Context: an optimization exercise on an open-source flow, tuned for small area and a short achievable clock period. The choices shown serve that exercise and are no tape-out recipe. Only simulation tests tie the RTL to the original design; equivalence was not proved. Power is estimated from default activity; no workload was simulated.

==> flow/design.v <==
module ma_hold (
   input  logic q, wd, we, hold,
   output logic d
);
   assign d = (wd & we) | (q & hold);
endmodule
module ma_rd3 (
   input  logic a0, s0, a1, s1, a2, s2,
   output logic y_n
);
   assign y_n = ~((a0 & s0) | (a1 & s1) | (a2 & s2));
endmodule
module ma_rd1 (
   input  logic a0, s0,
   output logic y_n
);
   assign y_n = ~(a0 & s0);
endmodule
module ma_nand4 (
   input  logic a, b, c, d,
   output logic y
);
   assign y = ~(a & b & c & d);
endmodule
module ma_nand2 (
   input  logic a, b,
   output logic y
);
   assign y = ~(a & b);
endmodule
module ma_nor3 (
   input  logic a, b, c,
   output logic y
);
   assign y = ~(a | b | c);
endmodule
module ma_strobe (
   input  logic rs, rs_n, be, be_n,
   output logic we, hold
);
   assign we   = ~(rs_n | be_n);
   assign hold = ~(rs & be);
endmodule
module memory_access (
   input  logic        i_clk,
   input  logic        i_reset,
   input  logic        i_halt,
   input  logic        i_WB_write,
   input  logic        i_WB_mem_to_reg,
   input  logic        i_MEM_read,
   input  logic        i_MEM_write,
   input  logic        i_MEM_unsigned,
   input  logic [1:0]  i_MEM_byte_half_word,
   input  logic [4:0]  i_write_reg,
   input  logic [31:0] i_data_to_write_in_MEM,
   input  logic [31:0] i_ALU_result,
   output logic        o_WB_write,
   output logic        o_WB_mem_to_reg,
   output logic [4:0]  o_write_reg,
   output logic [31:0] o_mem_data,
   output logic [31:0] o_ALU_result
);
   logic [2047:0] mem_q;       
   logic [2047:0] mem_d;
   logic [7:0]    addr;
   logic [5:0]    widx;
   logic [7:0]    pa, pb;      
   logic [63:0]   sel;         
   logic [63:0]   rs, rs_n;    
   logic          wr;
   logic [3:0]    be, be_n;
   logic [31:0]   wd;
   logic [31:0]   rd_word, load_data;
   logic [7:0]    rd_byte;
   logic [15:0]   rd_half;
   assign addr = i_ALU_result[7:0];
   assign widx = addr[7:2];
   assign wr   = i_MEM_write & ~i_reset & ~i_halt;
   always_comb begin
      for (int i = 0; i < 8; i++) begin
         pa[i] = (widx[5:3] == i[2:0]);
         pb[i] = (widx[2:0] == i[2:0]);
      end
      for (int w = 0; w < 64; w++) begin
         sel[w]  = pa[w / 8] & pb[w % 8];
         rs[w]   = wr & pa[w / 8] & pb[w % 8];
         rs_n[w] = ~rs[w];
      end
      be   = i_MEM_byte_half_word == 2'b00 ? 4'b0001 << addr[1:0] :
             i_MEM_byte_half_word == 2'b01 ? (addr[1] ? 4'b1100 : 4'b0011) :
             4'b1111;
      be_n = ~be;
      wd   = i_MEM_byte_half_word == 2'b00 ? {4{i_data_to_write_in_MEM[7:0]}} :
             i_MEM_byte_half_word == 2'b01 ? {2{i_data_to_write_in_MEM[15:0]}} :
             i_data_to_write_in_MEM;
   end
   for (genvar w = 0; w < 64; w++) begin : g_w
      for (genvar l = 0; l < 4; l++) begin : g_l
         logic we, hold;
         ma_strobe u_st (.rs(rs[w]), .rs_n(rs_n[w]), .be(be[l]), .be_n(be_n[l]),
                         .we(we), .hold(hold));
         for (genvar b = 0; b < 8; b++) begin : g_b
            ma_hold u_h (.q(mem_q[32*w + 8*l + b]), .wd(wd[8*l + b]), .we(we),
                         .hold(hold), .d(mem_d[32*w + 8*l + b]));
         end
      end
   end
   always_ff @(posedge i_clk)
      mem_q <= mem_d;
   for (genvar b = 0; b < 32; b++) begin : g_rd
      logic [21:0] p_n;
      logic [5:0]  q;
      logic [1:0]  r_n;
      for (genvar g = 0; g < 21; g++) begin : g_g
         ma_rd3 u_r (.a0(mem_q[32*(3*g) + b]),     .s0(sel[3*g]),
                     .a1(mem_q[32*(3*g + 1) + b]), .s1(sel[3*g + 1]),
                     .a2(mem_q[32*(3*g + 2) + b]), .s2(sel[3*g + 2]),
                     .y_n(p_n[g]));
      end
      ma_rd1 u_r63 (.a0(mem_q[32*63 + b]), .s0(sel[63]), .y_n(p_n[21]));
      for (genvar k = 0; k < 5; k++) begin : g_n4
         ma_nand4 u_n (.a(p_n[4*k]), .b(p_n[4*k + 1]), .c(p_n[4*k + 2]), .d(p_n[4*k + 3]),
                       .y(q[k]));
      end
      ma_nand2 u_n5 (.a(p_n[20]), .b(p_n[21]), .y(q[5]));
      ma_nor3 u_o0 (.a(q[0]), .b(q[1]), .c(q[2]), .y(r_n[0]));
      ma_nor3 u_o1 (.a(q[3]), .b(q[4]), .c(q[5]), .y(r_n[1]));
      ma_nand2 u_f (.a(r_n[0]), .b(r_n[1]), .y(rd_word[b]));
   end
   always_comb begin
      rd_byte   = rd_word[{addr[1:0], 3'b000} +: 8];
      rd_half   = addr[1] ? rd_word[31:16] : rd_word[15:0];
      load_data = i_MEM_byte_half_word == 2'b00 ? {{24{~i_MEM_unsigned & rd_byte[7]}}, rd_byte} :
                  i_MEM_byte_half_word == 2'b01 ? {{16{~i_MEM_unsigned & rd_half[15]}}, rd_half} :
                  rd_word;
   end
   always_ff @(posedge i_clk)
      if (i_reset) begin
         o_WB_write      <= 1'b0;
         o_WB_mem_to_reg <= 1'b0;
         o_write_reg     <= '0;
         o_mem_data      <= '0;
         o_ALU_result    <= '0;
      end else if (!i_halt) begin
         o_WB_write      <= i_WB_write;
         o_WB_mem_to_reg <= i_WB_mem_to_reg;
         o_write_reg     <= i_write_reg;
         o_mem_data      <= i_MEM_read ? load_data : '0;
         o_ALU_result    <= i_ALU_result;
      end
endmodule
make LEC_CHECK=0 CAP_MARGIN=20 CORE_MARGIN=2 CORE_UTILIZATION=50 CTS_BUF_LIST='sky130_fd_sc_hd__clkbuf_4 sky130_fd_sc_hd__clkbuf_8' PLACE_DENSITY=0.6 SLEW_MARGIN=20 SYNTH_HIERARCHICAL=1 SYNTH_MINIMUM_KEEP_SIZE=0 finish   # period 5.0 ns
run.sh (not shown) runs the stock make flow with config.mk's settings and CLKGATE_MAP_FILE= SYNTH_SCRIPT=/design/flow/synth_recipe.tcl, a recipe that flattens the netlist after the stock synthesis.
Next try:
- CTS_BUF_LIST: sky130_fd_sc_hd__clkbuf_4 sky130_fd_sc_hd__clkbuf_8 -> not set
What happened: Clock skew came out lower by 14 ps. Routed wire length came out lower by 0.84%. Final cell count came out lower by about 2.3%. Combinational power barely changes. Worst hold slack gets better by 150 ps. Cell area is about the same. Die area does not change. Count of clock-buffer cells in the layout came out lower by 227.

==> re-timing with driven ports <==
Ports are ideal in the flow. The routed layouts listed here were re-timed in OpenROAD. Step 1 sets driving cells, clkbuf_16 on the clock port and buf_2 on the other inputs (assumed; they add their load-dependent delay and slew). Step 2 adds t to the input delays and takes it off the output delays; t is the mean of the earliest and latest rising clock arrival at the registers after step 1. Input paths then give back, and output paths get back, about the clock's delay inside the block. a / b / c = no drivers / after step 1 / after step 2; a / b = the first two.
run	t (ns)	slack for setup (ns)	worst setup path at the end	slew at the worst register clock pin (ns)	worst data-port slew with drivers (ns)
the first run	1.082	0.252 / 0.304 / -0.778	input to register	0.07 / 0.07	0.14
the second run	0.907	0.222 / 0.281 / -0.626	input to register	0.07 / 0.07	0.15
Met with ideal ports but missed after step 2: setup timing in the first run and the second run. For the first run, which loses most, drivers alone change the setup slack by +0.052 ns; drivers and shift together by -1.030 ns.
